What follows belongs to an exercise in optimizing a design on an open flow for small area, a short achievable clock period and few clock cycles; a production flow would make more cautious choices. At most, simulation tests tie the RTL to the original design; equivalence was not proved.

## build 57
==> flow/design.v (excerpt) <==
module multiplicacao_matrizes_seq #(
  parameter int DATA_W = multiplicacao_pkg::DATA_W_DEF,
  parameter int MAX_N  = multiplicacao_pkg::MAX_N_DEF,
  parameter int SIZE_W = $clog2(MAX_N - 1),
  parameter int ACC_W  = 18
) (
  input  logic                            clk,
  input  logic                            rst_n,
  input  logic                            start,
  input  logic                            sat_en,
  input  logic [SIZE_W-1:0]               matrix_size,
  input  logic [MAX_N*MAX_N*DATA_W-1:0]   A,
  input  logic [MAX_N*MAX_N*DATA_W-1:0]   B,
  output logic                            busy,
  output logic                            done,
  output logic [MAX_N*MAX_N*DATA_W-1:0]   C,
  output logic                            overflow_flag
);
Size: roughly 9800 cells after synthesis, about 610 I/O pins, roughly 88000 sq um of cells after synthesis.
Settings: LEC_CHECK=0, CAP_MARGIN=20, CORE_MARGIN=2, CORE_UTILIZATION=40, SETUP_SLACK_MARGIN=5, SLEW_MARGIN=20; clock period 11.0 ns.
run.sh (not shown) runs the stock make flow with config.mk's settings and CLKGATE_MAP_FILE= SYNTH_SCRIPT=/design/flow/synth_recipe.tcl, a recipe that flattens the netlist after the stock synthesis.
Build 57 | stages: all done | timing, DRC, antenna: all pass
Testbench counts of build 57, summed over its fixed seeds: cycles 1,734.
The following lists how build 46 was set up differently from build 57:
- swapping 40 for 60 in CORE_UTILIZATION
- clearing SETUP_SLACK_MARGIN, which used to be 5
==> flow/flow/run.sh (new file) <==
#!/bin/bash
# The standard layout (the standard.sh, unchanged synthesis), with extra
# ORFS settings from flow/knobs.txt (one VAR=value per line): a larger
# setup margin for timing repair and a plain buffer for the port buffers.
# The constraints, clock period and checks are unchanged.
set -euo pipefail
mapfile -t KNOBS < <(grep -v '^#' flow/knobs.txt | sed '/^$/d')
bash standard.sh "${KNOBS[@]}" finish > standard_flow.log 2>&1
==> flow/flow/knobs.txt (new file) <==
SETUP_SLACK_MARGIN=5.5
BUFFER_PORTS_ARGS=-buffer_cell sky130_fd_sc_hd__buf_1
==> flow/standard.sh (new file) <==
#!/bin/bash
# synth_recipe.tcl (not shown) runs the flow's synth.tcl, then flattens the netlist and writes it again
# the make line also repeats each setting of config.mk as NAME=value (left out here)
make -C /OpenROAD-flow-scripts/flow DESIGN_CONFIG=/design/flow/config.mk WORK_HOME=/design/flow/orfs CLKGATE_MAP_FILE= SYNTH_SCRIPT=/design/flow/synth_recipe.tcl "${@:-finish}"
removed: flow/run.sh
### Flow results
Looking at count of clock-buffer cells in the layout, build 46 sits above build 57. On post-layout instance area: between build 57 and build 46, it ends up lower for build 46. Cell count: build 46 lower than build 57. Run comparison: build 57 timing startpoint of the critical path acc_q[10][9]; build 46 timing startpoint of the critical path acc_q[16][12]. Per the comparison of build 46 with build 57, final weighted congestion in routability-driven placement increased about 3.6%; met2 track utilization from global routing rose by 14 points; overall track demand over capacity in global routing increased 8.9 points.
Here is what was changed in the inputs of build 74 compared with build 46.
- CORE_UTILIZATION: 60 -> 40
==> flow/flow/run.sh <==
#!/bin/bash
set -euo pipefail
MARGIN=$(cat flow/margin.txt)
bash standard.sh SETUP_SLACK_MARGIN=$MARGIN finish > standard_flow.log 2>&1
==> flow/flow/margin.txt (new file) <==
7
removed: flow/flow/knobs.txt
--- outcome ---
Taking build 46 as the reference, in build 74 final estimated routing congestion in global placement saw a decrease, non-clock buffer count up 140%, worst path setup slack after routing rose by 380 ps, via count now sits higher.
Compared with build 46, post-detailed-placement cell area in build 74 increased by a little under 10%.
Diff build 74 and build 46: clock buffer count from CTS higher in build 74
Going from build 46 to build 74, first-pass iteration count of the detailed router shows an increase of 2; global-route total usage across every layer shows a reduction of 2.5 points; number of vias per cell after detailed routing shows a reduction of about 2.2%.
Inputs modified between build 74 and build 5:
==> flow/flow/run.sh <==
#!/bin/bash
# The standard layout (the standard.sh, unchanged synthesis), with extra
# ORFS settings from flow/knobs.txt (one VAR=value per line): a larger
# setup margin for timing repair and a plain buffer for the port buffers.
# The constraints, clock period and checks are unchanged.
set -euo pipefail
mapfile -t KNOBS < <(grep -v '^#' flow/knobs.txt | sed '/^$/d')
bash standard.sh "${KNOBS[@]}" finish > standard_flow.log 2>&1
==> flow/flow/knobs.txt (new file) <==
SETUP_SLACK_MARGIN=6
BUFFER_PORTS_ARGS=-buffer_cell sky130_fd_sc_hd__buf_1
removed: flow/flow/margin.txt
==> notes.md <==
The flow did not stop early for build 5: all stages ran, and the layout cleared the timing, design-rule and antenna checks.
Taking build 74 as the reference, in build 5 clock sink count shows no meaningful change.
Compared with build 74, build 5 improves worst setup slack.
Total number of cells along the worst setup path delta for build 5 relative to build 74: 1 higher
Summary of build 5 over build 74: insertion delay of the later-clocked pin in the worst-skew pair level, count of antenna diodes in the layout fell 13, wire length went down by about 20%.
Changes observed in build 5 relative to build 74: share of cell area taken by flip-flops and latches grew by 2.9 points, via count of the first global-routing pass lower.


red:
Another version of the RTL of multiplicacao_matrizes_seq (not shown whole).
Size in the first run: roughly 8,900 cells after synthesis, about 610 I/O pins, roughly 85,000 sq um of cells after synthesis.
## multiplicacao_matrizes_seq
module multiplicacao_matrizes_seq #(
  parameter int DATA_W = multiplicacao_pkg::DATA_W_DEF,
  parameter int MAX_N  = multiplicacao_pkg::MAX_N_DEF,
  parameter int SIZE_W = $clog2(MAX_N - 1),
  parameter int ACC_W  = 18
) (
  input  logic                            clk,
  input  logic                            rst_n,
  input  logic                            start,
  input  logic                            sat_en,
  input  logic [SIZE_W-1:0]               matrix_size,
  input  logic [MAX_N*MAX_N*DATA_W-1:0]   A,
  input  logic [MAX_N*MAX_N*DATA_W-1:0]   B,
  output logic                            busy,
  output logic                            done,
  output logic [MAX_N*MAX_N*DATA_W-1:0]   C,
  output logic                            overflow_flag
);
  localparam int CNT_W = 3;
  logic             run_q;      
  logic             done_q;     
  logic [MAX_N-1:0] first_q;    
  logic [CNT_W-1:0] cnt_q;
  logic             sat_q;
  logic [MAX_N-1:0] vld_q;      
  logic [DATA_W-1:0] a_q [MAX_N][MAX_N];
  logic [DATA_W-1:0] b_q [MAX_N][MAX_N];
  logic [ACC_W-1:0]  acc_q [MAX_N][MAX_N];
  logic [ACC_W-1:0]  acc_d [MAX_N][MAX_N];
  logic idle;
  logic [CNT_W-1:0] n_m1;
  assign idle = !run_q && !done_q;
  assign busy = run_q;
  assign done = done_q;
  assign n_m1 = CNT_W'(multiplicacao_pkg::decode_n(int'(matrix_size), MAX_N) - 1);
  always_ff @(posedge clk or negedge rst_n) begin
    if (!rst_n) begin
      run_q   <= 1'b0;
      done_q  <= 1'b0;
      first_q <= '0;
      cnt_q   <= '0;
      sat_q   <= 1'b0;
      vld_q   <= '0;
    end else begin
  ...
export LEC_CHECK = 0
export CAP_MARGIN = 20
export CORE_MARGIN = 2
export CORE_UTILIZATION = 40
export CTS_CLUSTER_DIAMETER = 100
export CTS_CLUSTER_SIZE = 20
export SLEW_MARGIN = 20
create_clock -name core_clock -period 11.0 [get_ports {clk}]
standard.sh (not shown) runs the stock make flow with config.mk's settings and CLKGATE_MAP_FILE= SYNTH_SCRIPT=/design/flow/synth_recipe.tcl, a recipe that flattens the netlist after the stock synthesis.
==> flow/flow/run.sh <==
#!/bin/bash
# The standard layout (the standard.sh, unchanged synthesis), with extra
# ORFS settings from flow/knobs.txt (one VAR=value per line): a larger
# setup margin for timing repair and a plain buffer for the port buffers.
# The constraints, clock period and checks are unchanged.
set -euo pipefail
mapfile -t KNOBS < <(grep -v '^#' flow/knobs.txt | sed '/^$/d')
bash standard.sh "${KNOBS[@]}" finish > standard_flow.log 2>&1
==> flow/flow/knobs.txt <==
SETUP_SLACK_MARGIN=5.65
BUFFER_PORTS_ARGS=-buffer_cell sky130_fd_sc_hd__buf_1
red: done, clean on timing, DRC and antenna
### red -> orange
- CTS_CLUSTER_SIZE changed from 20 to 30
==> flow/flow/knobs.txt <==
SETUP_SLACK_MARGIN=6
BUFFER_PORTS_ARGS=-buffer_cell sky130_fd_sc_hd__buf_1
--- outcome ---
- Delta (orange minus red): post-detailed-route via-to-cell ratio increased by 0.14 relative to the old numbers, growth of design area from synthesis to finish rose 5.9 points.
- Summary of orange over red: post-CTS clock slew at the launch and capture registers of the worst setup and hold paths about even; worst reg-to-reg path cell count lost 3; global-route usage picked up an extra 0.64 points.
No run of this note included a check of the RTL's function; only the layout flow was run.


Another version of the RTL of multiplicacao_matrizes_seq (not shown whole).
Size in the first run: roughly 8800 cells after synthesis, roughly 860 flip-flops.
==> flow/config.mk <==
export PLATFORM = sky130hd
export DESIGN_NAME = multiplicacao_matrizes_seq
export DESIGN_NICKNAME = multiplicacao_matrizes_seq
export VERILOG_FILES = /design/flow/design.v
export SDC_FILE = /design/flow/constraint.sdc
export NUM_CORES = 4
export LEC_CHECK = 0
export CAP_MARGIN = 20
export CORE_MARGIN = 2
export CORE_UTILIZATION = 40
export CTS_CLUSTER_DIAMETER = 100
export CTS_CLUSTER_SIZE = 20
export SLEW_MARGIN = 20
==> flow/constraint.sdc <==
create_clock -name core_clock -period 11.0 [get_ports {clk}]
set_input_delay 2.2000 -clock core_clock [delete_from_list [all_inputs] [get_ports {clk}]]
set_output_delay 2.2000 -clock core_clock [all_outputs]
set_load 0.01 [all_outputs]
==> flow/flow/knobs.txt <==
SETUP_SLACK_MARGIN=6
BUFFER_PORTS_ARGS=-buffer_cell sky130_fd_sc_hd__buf_1
Scripts as last shown in full above: flow/flow/run.sh
Change:
==> flow/flow/knobs.txt (replaced) <==
SETUP_SLACK_MARGIN=5.75
BUFFER_PORTS_ARGS=-buffer_cell sky130_fd_sc_hd__buf_1
Result:
- via count is lower by 3.6%
- die area does not change
- global-route usage came out lower by 1.9 points
- worst setup slack is worse by 0.012 ns
- sequential share of layout area went up by 0.98 points
Function was not checked in any run of this note: the RTL went through the layout flow alone.


## run A
multiplicacao_matrizes_seq with an RTL version that a note above also has.
For scale: roughly 610 I/O pins, roughly 85,000 um^2 of cells after synthesis.
// multiplicacao_matrizes_seq
module multiplicacao_matrizes_seq #(
  parameter int DATA_W = multiplicacao_pkg::DATA_W_DEF,
  parameter int MAX_N  = multiplicacao_pkg::MAX_N_DEF,
  parameter int SIZE_W = $clog2(MAX_N - 1),
  parameter int ACC_W  = 18
) (
  input  logic                            clk,
  input  logic                            rst_n,
  input  logic                            start,
  input  logic                            sat_en,
  input  logic [SIZE_W-1:0]               matrix_size,
  input  logic [MAX_N*MAX_N*DATA_W-1:0]   A,
  input  logic [MAX_N*MAX_N*DATA_W-1:0]   B,
  output logic                            busy,
  output logic                            done,
  output logic [MAX_N*MAX_N*DATA_W-1:0]   C,
  output logic                            overflow_flag
);
==> flow/config.mk <==
export PLATFORM = sky130hd
export DESIGN_NAME = multiplicacao_matrizes_seq
export DESIGN_NICKNAME = multiplicacao_matrizes_seq
export VERILOG_FILES = /design/flow/design.v
export SDC_FILE = /design/flow/constraint.sdc
export NUM_CORES = 4
export LEC_CHECK = 0
export CAP_MARGIN = 20
export CORE_MARGIN = 2
export CORE_UTILIZATION = 40
export CTS_CLUSTER_DIAMETER = 100
export CTS_CLUSTER_SIZE = 20
export SLEW_MARGIN = 20
==> flow/constraint.sdc <==
create_clock -name core_clock -period 11.0 [get_ports {clk}]
set_input_delay 2.2000 -clock core_clock [delete_from_list [all_inputs] [get_ports {clk}]]
set_output_delay 2.2000 -clock core_clock [all_outputs]
set_load 0.01 [all_outputs]
==> flow/flow/knobs.txt <==
SETUP_SLACK_MARGIN=5.5
BUFFER_PORTS_ARGS=-buffer_cell sky130_fd_sc_hd__buf_1
Scripts as last shown in full above: flow/flow/run.sh
Here is what was changed in the inputs of run B compared with run A.
Settings: swapping 20 for 30 in CTS_CLUSTER_SIZE.
==> flow/flow/knobs.txt <==
SETUP_SLACK_MARGIN=6.5
BUFFER_PORTS_ARGS=-buffer_cell sky130_fd_sc_hd__buf_1
Notes after the runs:
Going from run A to run B, global-route usage rose by 4.4 points; clock buffer instance count of the final layout fell by 19; post-route fraction of the period consumed by the critical path fell by 2.1 points.
### run B -> run C
Settings: changing CTS_CLUSTER_SIZE from 30 to 20.
==> flow/flow/knobs.txt <==
SETUP_SLACK_MARGIN=5
BUFFER_PORTS_ARGS=-buffer_cell sky130_fd_sc_hd__buf_1
--- outcome ---
- Run C finished end to end and its layout was clean on timing, DRC and antenna.
- Delta (run C minus run B): minimum period implied by the final worst setup slack increased by 0.62 ns relative to the old numbers, first-pass GRT wire length decreased by about 13% relative to the old numbers.
- Delta (run C minus run B): worst-case setup margin in the final layout lost 0.62 ns; upper clock frequency limit moved down; via count now sits lower.
- Compared with run B, in run C fraction of area in multi-input gates went up by 3.1 points; final area has decreased.
#### Input delta (run D over run C)
==> flow/flow/knobs.txt <==
SETUP_SLACK_MARGIN=5.75
BUFFER_PORTS_ARGS=-buffer_cell sky130_fd_sc_hd__buf_1
Notes after the runs:
Run C went all the way through the flow, and no timing, DRC or antenna check failed.
In summary, run D completed successfully, with a layout that passed the timing, design-rule and antenna checks.
Tightest slew margin relative to the limit: run D vs run C down 0.57 points
Comparing run D and run C, the lower number of logic stages on the critical path including buffering is on run C.
Worst setup slack was lower in run C than in run D.
Run C -> run D: width of the die delta 0, exact match
No functional check of the RTL was part of any run of this note.

-- separate check: timing with driven ports --
How much do the figures lean on ideal ports? The routed layouts below were timed once more, with nothing changed but the port constraints. Step 1 sets driving cells, clkbuf_16 on the clock port and buf_2 on the other inputs (assumed; they add their load-dependent delay and slew). Step 2 adds t to the input delays and takes it off the output delays; t is the mean of the earliest and latest rising clock arrival at the registers after step 1. Input paths then give back, and output paths get back, about the clock's delay inside the block. a / b / c = ideal ports / drivers / drivers and shift; a / b = the first two.
run | t (ns) | setup slack, ns | pins driven straight from the clock port
build 57 | 0.848 | 4.945 / 4.856 / 5.465 | 1
build 46 | 0.818 | 5.262 / 5.177 / 5.694 | 1
build 74 | 0.869 | 5.642 / 5.549 / 6.050 | 1
build 5 | 0.869 | 5.656 / 5.566 / 6.027 | 1
red | 0.830 | 5.674 / 5.582 / 5.682 | 1
orange | 0.833 | 5.589 / 5.508 / 5.991 | 1
the first run of note 3 | 0.865 | 5.448 / 5.347 / 5.727 | 1
the second run of note 3 | 0.855 | 5.436 / 5.337 / 5.718 | 1
run A | 0.826 | 5.611 / 5.520 / 5.634 | 1
run B | 0.862 | 5.839 / 5.745 / 6.002 | 1
run C | 0.826 | 5.214 / 5.123 / 5.311 | 1
run D | 0.826 | 5.661 / 5.570 / 5.811 | 1
After both steps every run listed still meets setup and hold.
